Source: an optimization exercise on an open RTL-to-GDS flow (aim: small area, a short achievable clock period and few clock cycles per item). Production flows keep margins and buffers that such runs may drop.
The RTL was checked by simulation tests, not by an equivalence proof against the original design.

Setup of rev 12:
Design damped_sine_bank_synth, start of the top module:
module damped_sine_bank_synth (
    input  logic        aclk,
    input  logic        aresetn,
    input  logic        cfg_we,
    input  logic [3:0]  cfg_wdata,
    input  logic        s_tvalid,
    output logic        s_tready,
    input  logic [63:0] s_tdata,
    input  logic [0:0]  s_tuser,
    output logic        m_tvalid,
    input  logic        m_tready,
    output logic [23:0] m_tdata
);
    localparam int K = dsbs_pkg::LANES;
    logic [3:0]   active_reg;
    logic [1:0]   cur;           
    logic         ready_reg;     
    logic         pv;            
    logic [1:0]   ppos;          
    logic [1:0]   outstanding;   
    logic [K-1:0] act;           
    logic         fin;           
    logic         q_v     [2];
    logic         q_tick  [2];
    logic [1:0]   q_grp   [2];   
    logic [K-1:0] q_lane  [2];
    logic [23:0]  q_step  [2];
    logic [15:0]  q_level [2];
    logic [15:0]  q_decay [2];
    function automatic logic [1:0] grp_of(input logic [3:0] slot);
        if (slot < 4'd5)       grp_of = 2'd0;
        else if (slot < 4'd10) grp_of = 2'd1;
        else if (slot < 4'd15) grp_of = 2'd2;
        else                   grp_of = 2'd3;
    endfunction
    function automatic logic [K-1:0] lane_of(input logic [3:0] slot);
        logic [3:0] l;
        if (slot < 4'd5)       l = slot;
        else if (slot < 4'd10) l = slot - 4'd5;
        else if (slot < 4'd15) l = slot - 4'd10;
        else                   l = 4'd15;
        for (int j = 0; j < K; j++) lane_of[j] = (l == 4'(j));
    endfunction
    logic start_ok, ld_ok, take0, take1, start, pop, accept;
    logic [K-1:0] ld_hit;
    assign start_ok = !(pv && (ppos != 2'd2)) && (outstanding != 2'd2);
    assign ld_ok    = (q_grp[0] == cur) || (q_grp[0] == 2'd3);
    assign take0    = q_v[0] && (q_tick[0] ? start_ok : ld_ok);
    assign take1    = take0 && !q_tick[0] && q_v[1] && q_tick[1] && start_ok;
    assign start    = (take0 && q_tick[0]) || take1;
    assign ld_hit   = (take0 && !q_tick[0]) ? q_lane[0] : '0;
    assign pop      = m_tvalid && m_tready;
    assign accept   = s_tvalid && ready_reg;
  ...
clock: 14.0 ns
lec_check: 0
abc_area: 1
cap_margin: 60
core_margin: 2
core_utilization: 50
cts_cluster_diameter: 100
cts_cluster_size: 30
slew_margin: 60
synth_memory_max_bits: 32768
run.sh (not shown) runs the stock make flow with config.mk's settings and CLKGATE_MAP_FILE= SYNTH_SCRIPT=/design/flow/synth_recipe.tcl, a recipe that flattens the netlist after the stock synthesis.
Testbench counts of rev 12, summed over its fixed seeds: cycles 7,215, items 2,312.
Relative to rev 12, the following input files were edited for rev 13:
Settings: removing CTS_CLUSTER_SIZE (formerly 30); removing CTS_CLUSTER_DIAMETER (formerly 100).
Results
Critical path depth, rev 12 and rev 13, higher one = rev 12. Diff rev 12..rev 13 | multiplexer fraction of the synthesized cell area | negligible. Cell count: rev 13 higher than rev 12. On setup slack, the lower figure sits with rev 13, not rev 12.


== oak ==
Another version of the RTL of damped_sine_bank_synth (not shown whole).
Size: about 2100 flip-flops, roughly 0.16 sq mm of cells after synthesis.
export LEC_CHECK = 0
export ABC_AREA = 1
export CAP_MARGIN = 40
export CORE_MARGIN = 2
export CORE_UTILIZATION = 50
export SLEW_MARGIN = 40
export SYNTH_MEMORY_MAX_BITS = 32768
create_clock -name core_clock -period 14.0 [get_ports {aclk}]
Testbench counts of oak, summed over its fixed seeds: cycles 7,215, items 2,312.
Input changes introduced in pine (baseline for comparison: oak):
diff --git a/flow/config.mk b/flow/config.mk
--- a/flow/config.mk
+++ b/flow/config.mk
@@ -8,6 +8,6 @@
 export ABC_AREA = 1
-export CAP_MARGIN = 40
+export CAP_MARGIN = 60
 export CORE_MARGIN = 2
 export CORE_UTILIZATION = 50
-export SLEW_MARGIN = 40
+export SLEW_MARGIN = 60
 export SYNTH_MEMORY_MAX_BITS = 32768
==> comparison <==
Between oak and pine, the flip-flop and latch share of the layout cell area figures differ only marginally.
Comparing oak and pine, the higher number of antenna cells inserted is on oak.
Compared oak against pine; routed wire length within noise.
Per the comparison of pine with oak, wire length of the first global-routing pass roughly the same, total track usage roughly the same.
| smallest setup slack after layout | pine vs oak | 0.0082 ns lower |
HPWL reported at the end of detailed placement grows slightly when moving from oak to pine.

## re-timing with driven ports
No port has a modelled driver above. Below, the same layouts with a new extraction and two added sets of constraints. Step 1 (the two cells are an assumption about what drives the block):
set clk [get_ports {aclk}]
set_driving_cell -lib_cell sky130_fd_sc_hd__clkbuf_16 $clk
set_driving_cell -lib_cell sky130_fd_sc_hd__buf_2 [delete_from_list [all_inputs] $clk]
Step 2 also shifts input and output timing later by t, the mid clock arrival at the registers, as if the neighbouring blocks saw the same clock. a / b / c = ideal ports / drivers / drivers and shift; a / b = the first two.
| run | shift t [ns] | setup slack, ns | worst setup path at the end | clock arrival spread, ns |
|---|---|---|---|---|
| rev 12 | 0.907 | 9.335 / 9.235 / 8.963 | input to register | 0.120 / 0.120 |
| rev 13 | 1.002 | 9.330 / 9.219 / 8.901 | input to register | 0.120 / 0.119 |
| oak | 1.012 | 9.270 / 9.161 / 8.830 | input to register | 0.085 / 0.084 |
| pine | 1.003 | 9.262 / 9.154 / 8.891 | input to register | 0.110 / 0.110 |
After both steps every run listed still meets setup and hold. For oak, which loses most, drivers alone change the setup slack by -0.109 ns; drivers and shift together by -0.440 ns.
